From an optimization exercise on the open Yosys and OpenROAD flow, aimed at small area, a short achievable clock period and few clock cycles; shortcuts taken in it are not production practice.
Only simulation tests tie the RTL to the original design; equivalence was not proved.

[flow/run.sh]
#!/bin/bash
# synth_recipe.tcl (not shown) runs the flow's synth.tcl, then flattens the netlist and writes it again
# the make line also repeats each setting of config.mk as NAME=value (left out here)
make -C /OpenROAD-flow-scripts/flow DESIGN_CONFIG=/design/flow/config.mk WORK_HOME=/design/flow/orfs CLKGATE_MAP_FILE= SYNTH_SCRIPT=/design/flow/synth_recipe.tcl finish
[flow/config.mk]
export PLATFORM = sky130hd
export DESIGN_NAME = multiplicacao_matrizes_seq
export DESIGN_NICKNAME = multiplicacao_matrizes_seq
export VERILOG_FILES = /design/flow/design.v
export SDC_FILE = /design/flow/constraint.sdc
export NUM_CORES = 4
export LEC_CHECK = 0
export CAP_MARGIN = 20
export CORE_MARGIN = 2
export CORE_UTILIZATION = 40
export SLEW_MARGIN = 20
[flow/constraint.sdc]
create_clock -name core_clock -period 11.0 [get_ports {clk}]
set_input_delay 2.2000 -clock core_clock [delete_from_list [all_inputs] [get_ports {clk}]]
set_output_delay 2.2000 -clock core_clock [all_outputs]
set_load 0.01 [all_outputs]
[flow/design.v]
package multiplicacao_pkg;
  localparam int DATA_W_DEF = 8;
  localparam int MAX_N_DEF  = 5;
  typedef enum logic [1:0] {
    IDLE    = 2'd0,
    COMPUTE = 2'd1,
    DONE    = 2'd2
  } state_t;
  function automatic int data_max(input int w);
    data_max = (1 << (w - 1)) - 1;
  endfunction
  function automatic int data_min(input int w);
    data_min = -(1 << (w - 1));
  endfunction
  localparam int DATA_MAX = data_max(DATA_W_DEF);
  localparam int DATA_MIN = data_min(DATA_W_DEF);
  function automatic int idx(input int i, input int j, input int max_n,
                             input int data_w);
    idx = (i * max_n + j) * data_w;
  endfunction
  function automatic int decode_n(input int size, input int max_n);
    decode_n = (size + 2 > max_n) ? max_n : size + 2;
  endfunction
endpackage
module saturador #(
  parameter int ACC_W  = 19,
  parameter int DATA_W = 8
) (
  input  logic signed [ACC_W-1:0]  acc,
  input  logic                     sat_en,
  output logic        [DATA_W-1:0] y,
  output logic                     ovf
);
  localparam logic signed [ACC_W-1:0] HI = ACC_W'(multiplicacao_pkg::data_max(DATA_W));
  localparam logic signed [ACC_W-1:0] LO = ACC_W'(multiplicacao_pkg::data_min(DATA_W));
  logic above;
  logic below;
  always_comb begin
    above = (acc > HI);
    below = (acc < LO);
    ovf   = above | below;
    y     = acc[DATA_W-1:0];
    if (sat_en && above) begin
      y = HI[DATA_W-1:0];
    end else if (sat_en && below) begin
      y = LO[DATA_W-1:0];
    end
  end
endmodule
module multiplicacao_matrizes_seq #(
  parameter int DATA_W = multiplicacao_pkg::DATA_W_DEF,
  parameter int MAX_N  = multiplicacao_pkg::MAX_N_DEF,
  parameter int SIZE_W = $clog2(MAX_N - 1),
  parameter int ACC_W  = 2 * DATA_W + $clog2(MAX_N)
) (
  input  logic                            clk,
  input  logic                            rst_n,
  input  logic                            start,
  input  logic                            sat_en,
  input  logic [SIZE_W-1:0]               matrix_size,
  input  logic [MAX_N*MAX_N*DATA_W-1:0]   A,
  input  logic [MAX_N*MAX_N*DATA_W-1:0]   B,
  output logic                            busy,
  output logic                            done,
  output logic [MAX_N*MAX_N*DATA_W-1:0]   C,
  output logic                            overflow_flag
);
  localparam int IDX_W = (MAX_N > 2) ? $clog2(MAX_N) : 1;
  localparam int VEC_W = MAX_N * MAX_N * DATA_W;
  localparam int OFF_W = $clog2(VEC_W);
  multiplicacao_pkg::state_t state_q;
  multiplicacao_pkg::state_t state_d;
  logic [VEC_W-1:0]        a_q;
  logic [VEC_W-1:0]        b_q;
  logic [VEC_W-1:0]        c_q;
  logic                    ovf_q;
  logic                    sat_q;
  logic [IDX_W-1:0]        last_q;
  logic [IDX_W-1:0]        i_q;
  logic [IDX_W-1:0]        j_q;
  logic [IDX_W-1:0]        k_q;
  logic signed [ACC_W-1:0] acc_q;
  logic [OFF_W-1:0]         a_off;
  logic [OFF_W-1:0]         b_off;
  logic [OFF_W-1:0]         c_off;
  logic signed [DATA_W-1:0] a_el;
  logic signed [DATA_W-1:0] b_el;
  logic signed [2*DATA_W-1:0] prod;
  logic signed [ACC_W-1:0]  prod_ext;
  logic signed [ACC_W-1:0]  acc_next;
  logic [DATA_W-1:0]        elem;
  logic                     elem_ovf;
  logic                     k_last;
  logic                     j_last;
  logic                     i_last;
  logic                     final_mac;
  always_comb begin
    a_off    = OFF_W'(multiplicacao_pkg::idx(int'(i_q), int'(k_q), MAX_N, DATA_W));
    b_off    = OFF_W'(multiplicacao_pkg::idx(int'(k_q), int'(j_q), MAX_N, DATA_W));
    c_off    = OFF_W'(multiplicacao_pkg::idx(int'(i_q), int'(j_q), MAX_N, DATA_W));
    a_el     = a_q[a_off +: DATA_W];
    b_el     = b_q[b_off +: DATA_W];
    prod     = a_el * b_el;
    prod_ext = ACC_W'(prod);
    acc_next = acc_q + prod_ext;
    k_last   = (k_q == last_q);
    j_last   = (j_q == last_q);
    i_last   = (i_q == last_q);
    final_mac = k_last && j_last && i_last;
  end
  saturador #(
    .ACC_W  (ACC_W),
    .DATA_W (DATA_W)
  ) u_saturador (
    .acc    (acc_next),
    .sat_en (sat_q),
    .y      (elem),
    .ovf    (elem_ovf)
  );
  always_ff @(posedge clk or negedge rst_n) begin
    if (!rst_n) begin
      state_q <= multiplicacao_pkg::IDLE;
    end else begin
      state_q <= state_d;
    end
  end
  always_comb begin
    state_d = state_q;
    busy    = 1'b0;
    done    = 1'b0;
    case (state_q)
      multiplicacao_pkg::IDLE: begin
        if (start) state_d = multiplicacao_pkg::COMPUTE;
      end
      multiplicacao_pkg::COMPUTE: begin
        busy = 1'b1;
        if (final_mac) state_d = multiplicacao_pkg::DONE;
      end
      multiplicacao_pkg::DONE: begin
        done    = 1'b1;
        state_d = multiplicacao_pkg::IDLE;
      end
      default: state_d = multiplicacao_pkg::IDLE;
    endcase
  end
  always_ff @(posedge clk or negedge rst_n) begin
    if (!rst_n) begin
      a_q    <= '0;
      b_q    <= '0;
      c_q    <= '0;
      ovf_q  <= 1'b0;
      sat_q  <= 1'b0;
      last_q <= '0;
      i_q    <= '0;
      j_q    <= '0;
      k_q    <= '0;
      acc_q  <= '0;
    end else begin
      case (state_q)
        multiplicacao_pkg::IDLE: begin
          if (start) begin
            a_q    <= A;
            b_q    <= B;
            sat_q  <= sat_en;
            last_q <= IDX_W'(multiplicacao_pkg::decode_n(int'(matrix_size), MAX_N) - 1);
            c_q    <= '0;
            ovf_q  <= 1'b0;
            i_q    <= '0;
            j_q    <= '0;
            k_q    <= '0;
            acc_q  <= '0;
          end
        end
        multiplicacao_pkg::COMPUTE: begin
          if (k_last) begin
            c_q[c_off +: DATA_W] <= elem;
            if (elem_ovf) ovf_q <= 1'b1;
            acc_q <= '0;
            k_q   <= '0;
            if (j_last) begin
              j_q <= '0;
              i_q <= i_last ? '0 : i_q + 1'b1;
            end else begin
              j_q <= j_q + 1'b1;
            end
          end else begin
            acc_q <= acc_next;
            k_q   <= k_q + 1'b1;
          end
        end
        default: ;
      endcase
    end
  end
  assign C             = c_q;
  assign overflow_flag = ovf_q;
endmodule
==> flow_summary.json <==
{
  "min_period_ps": 9830,
  "seq_area_frac_synth": 0.502,
  "slew_headroom": 0.184,
  "die_area_um2": 81400,
  "vias": 24655,
  "critPathRequiredTime_ps": 11530,
  "io_pins": 609,
  "cts_buffers": 72,
  "drive_gt1_frac": 0.0858,
  "cp_num_buf_inv": 5,
  "synthCells": 3250,
  "max_freq_ghz": 0.102,
  "fin_nets": 4351,
  "clk_pin_slew_worst_paths_ps": 60,
  "antenna_found_initial": 21,
  "synthTopCellsByArea": "dfrtp_1, nand2_1, mux4_2, fa_1, nand3_1",
  "r2r_start": "k_q[0]",
  "synth_nets": 3810,
  "slowest_stage": "fa_2",
  "wl_um": 99400,
  "grt_pass1_vias": 25127,
  "drt_iter0_markers": 1950,
  "crit_start": "k_q[0]",
  "finalSetupViolations": 0,
  "cp_top_family": "adder cells",
  "final_cell_count_no_fill": 4912,
  "critPathMaxFanout": 25,
  "die_y_um": 285,
  "path_common_cell": "inv_1",
  "setup.worst_path.class": "reg -> reg",
  "vias_per_cell": 5.02,
  "cts-hold-fix-buffers": 0,
  "finalSetupTns_ps": 0,
  "clk-insertion-delay-late_ps": 630,
  "rsz0062_at_grt": "no",
  "ys_ff_latch": 635,
  "synth_area_um2": 31700,
  "cts.sinks": 635,
  "drt_pre_antenna_iters": 5,
  "wl_per_cell_um": 20.2,
  "antenna_left": 0,
  "area_delta_synth_final_pct": 30.5,
  "end_kind": "flop",
  "yosys.area.top_type": "dfrtp_1",
  "cts_buffer_depth": 3,
  "synth_top_area_frac": 0.502,
  "placedCellCount": 4766,
  "start_kind": "flop",
  "worstHoldStart": "b_q[133]",
  "dp_hpwl_um": 71600,
  "async_flop_share": 1.00,
  "drc_errors": 0,
  "hold_viol_final": 0,
  "gp_congestion": 0.847,
  "port_buffers": 608,
  "skew_ps": 43.7,
  "overflow": 0,
  "core_um2": 78600,
  "synth_ff_type": "dfrtp_1",
  "htreeDepth": 3,
  "grt_first_pass_wirelength_um": 153000,
  "worst_pin_slew_ps": 1220,
  "ctsResizeCount": 0,
  "worstPathArrival_ps": 10370,
  "cts_setup_buffers": 0,
  "finalCritPeriodShare": 0.894,
  "worst_path_largest_cell_delay_ps": 1030,
  "outcome": "no timing/DRC/antenna violations",
  "synth_edf_count": 0,
  "start_util": 0.403,
  "avgSynthCellArea_um2": 9.74,
  "tritoncts": "done",
  "slew_viol_final": 0,
  "die_x_um": 285,
  "cts-root-buf": "clkbuf_16",
  "utilization": 0.525,
  "grt_max_degree": 221,
  "worst_hold_path_type": "reg -> reg",
  "yosys_warnings": 2,
  "yosysUniqueCellTypes": 68,
  "drv_cap": 0,
  "gr-usage-all-layers": 0.245,
  "num_rows": 103
}
## final timing paths
check / cells after the start / end / slack (ps)
worst max-delay path: 26 / c_q[69] / 1170
max in group asynchronous: 3 / c_q[176] / 7230
min in group asynchronous: 1 / a_q[14] / 1540
worst min register to register: 2 / b_q[133] / 470
worst max register to register: 26 / c_q[69] / 1170
worst min-delay path: 2 / b_q[133] / 470
## Yosys cell counts (3+ instances only)
library cell     n
nand2_1       1319
dfrtp_1        635
nand3_1        172
o21ai_0        159
clkbuf_1       146
inv_1          124
mux4_2         111
fa_1            88
mux2i_1         67
ha_1            66
nor2_1          61
a21oi_1         36
xnor2_1         30
or2_2           24
buf_2           19
buf_1           18
a22o_1          16
a31oi_1         13
o21ai_1         13
nor3_1          11
o21ai_2         10
a21o_1           9
nor2b_1          9
xor2_1           9
a21boi_0         8
nand2b_1         7
a211oi_1         6
a211oi_4         6
and3_1           4
buf_6            4
and2_1           3
nor4_1           3
o211ai_1         3
## metal layers
metal	vias to the layer above	global-route usage	routed length, um
met1	12125	0.318	42000
met2	591	0.402	48500
met5	-	0	33
met3	186	0.0418	4540
met4	6	0.114	4310
li1	11747	-	-
## tightest hold or removal path, delay by kind of cell (launching register included)
| kind | cells | cell delay (ps) |
|---|---|---|
| DFF | 1 | 330 |
| and+or+nand+nor | 2 | 100 |
## registers in the layout, indices dropped and copies added (netlist names), 2 cells and up
register	flops
c_q	200
a_q	200
j_q	3
last_q	3
k_q	3
acc_q	19
i_q	3
b_q	200
state_q	2
## logic make-up after synthesis
logic type / count (synthesis) / share of synthesized area
AO/OA/AOI/OAI: 300 / 0.0588
XOR/XNOR: 39 / 0.0108
adder cells (fa/ha/maj): 154 / 0.0817
buffers and inverters: 314 / 0.0392
flip-flops: 635 / 0.502
multiplexers: 178 / 0.100
AND/OR/NAND/NOR: 1630 / 0.207
## cells in the final DEF (no fill, tap or decap), types with 18 or more instances in the layout
cell type        synthesis  layout
nand2_1               1319    1318
dfrtp_1                635     635
clkdlybuf4s50_1          0     607
nand3_1                172     172
o21ai_0                159     159
inv_1                  124     124
mux4_2                 111     111
fa_1                    88      87
clkbuf_16                0      72
mux2i_1                 67      67
ha_1                    66      63
nor2_1                  61      59
buf_4                    2      40
a21oi_1                 36      36
xnor2_1                 30      29
or2_2                   24      24
clkbuf_1               146      22
diode_2                  0      18
## metrics by stage
step | setup slack (ps) | cell area, um^2 | hold slack, ps
after floorplan | 2130 | 31700 | 438
after global placement | 832 | 38800 | 453
after detailed placement | 631 | 38800 | 456
after CTS | 609 | 41200 | 470
after global routing | 477 | 41300 | 486
final | 1170 | 41300 | 466
## area by class of cell
cell class	instances	area, um^2
Clock inverter	17	302
Fill cell	7222	37300
Sequential cell	635	15900
Antenna cell	18	45.0
Clock buffer	110	2100
Timing Repair Buffer	657	6570
Tap cell	1050	1310
Inverter	124	465
Multi-Input combinational cell	2301	14600
Testbench counts, summed over its fixed seeds: cycles 17,742.

==> re-timing with driven ports <==
The flow's constraints put no driver on any port. The routed layout listed below was extracted and timed again, unchanged, in two steps. Step 1: set_driving_cell puts a clkbuf_16 on clk and a buf_2 on each other input, an assumption about the parent block. Step 2 adds t to the input delays and takes it off the output delays; t is the mean of the earliest and latest rising clock arrival at the registers after step 1. Input paths then give back, and output paths get back, about the clock's delay inside the block. Slacks: ideal / step 1 / step 2; pairs: ideal / step 1.
t, ns: 0.681
setup slack, ns: 1.167 / 1.167 / 1.167
worst setup path after step 2: register to register
worst register clock-pin slew, ns: 0.06 / 0.06
After both steps this run still meets setup and hold. The setup slack of this run moves by 0.000 ns with the drivers and by 0.000 ns with both steps.
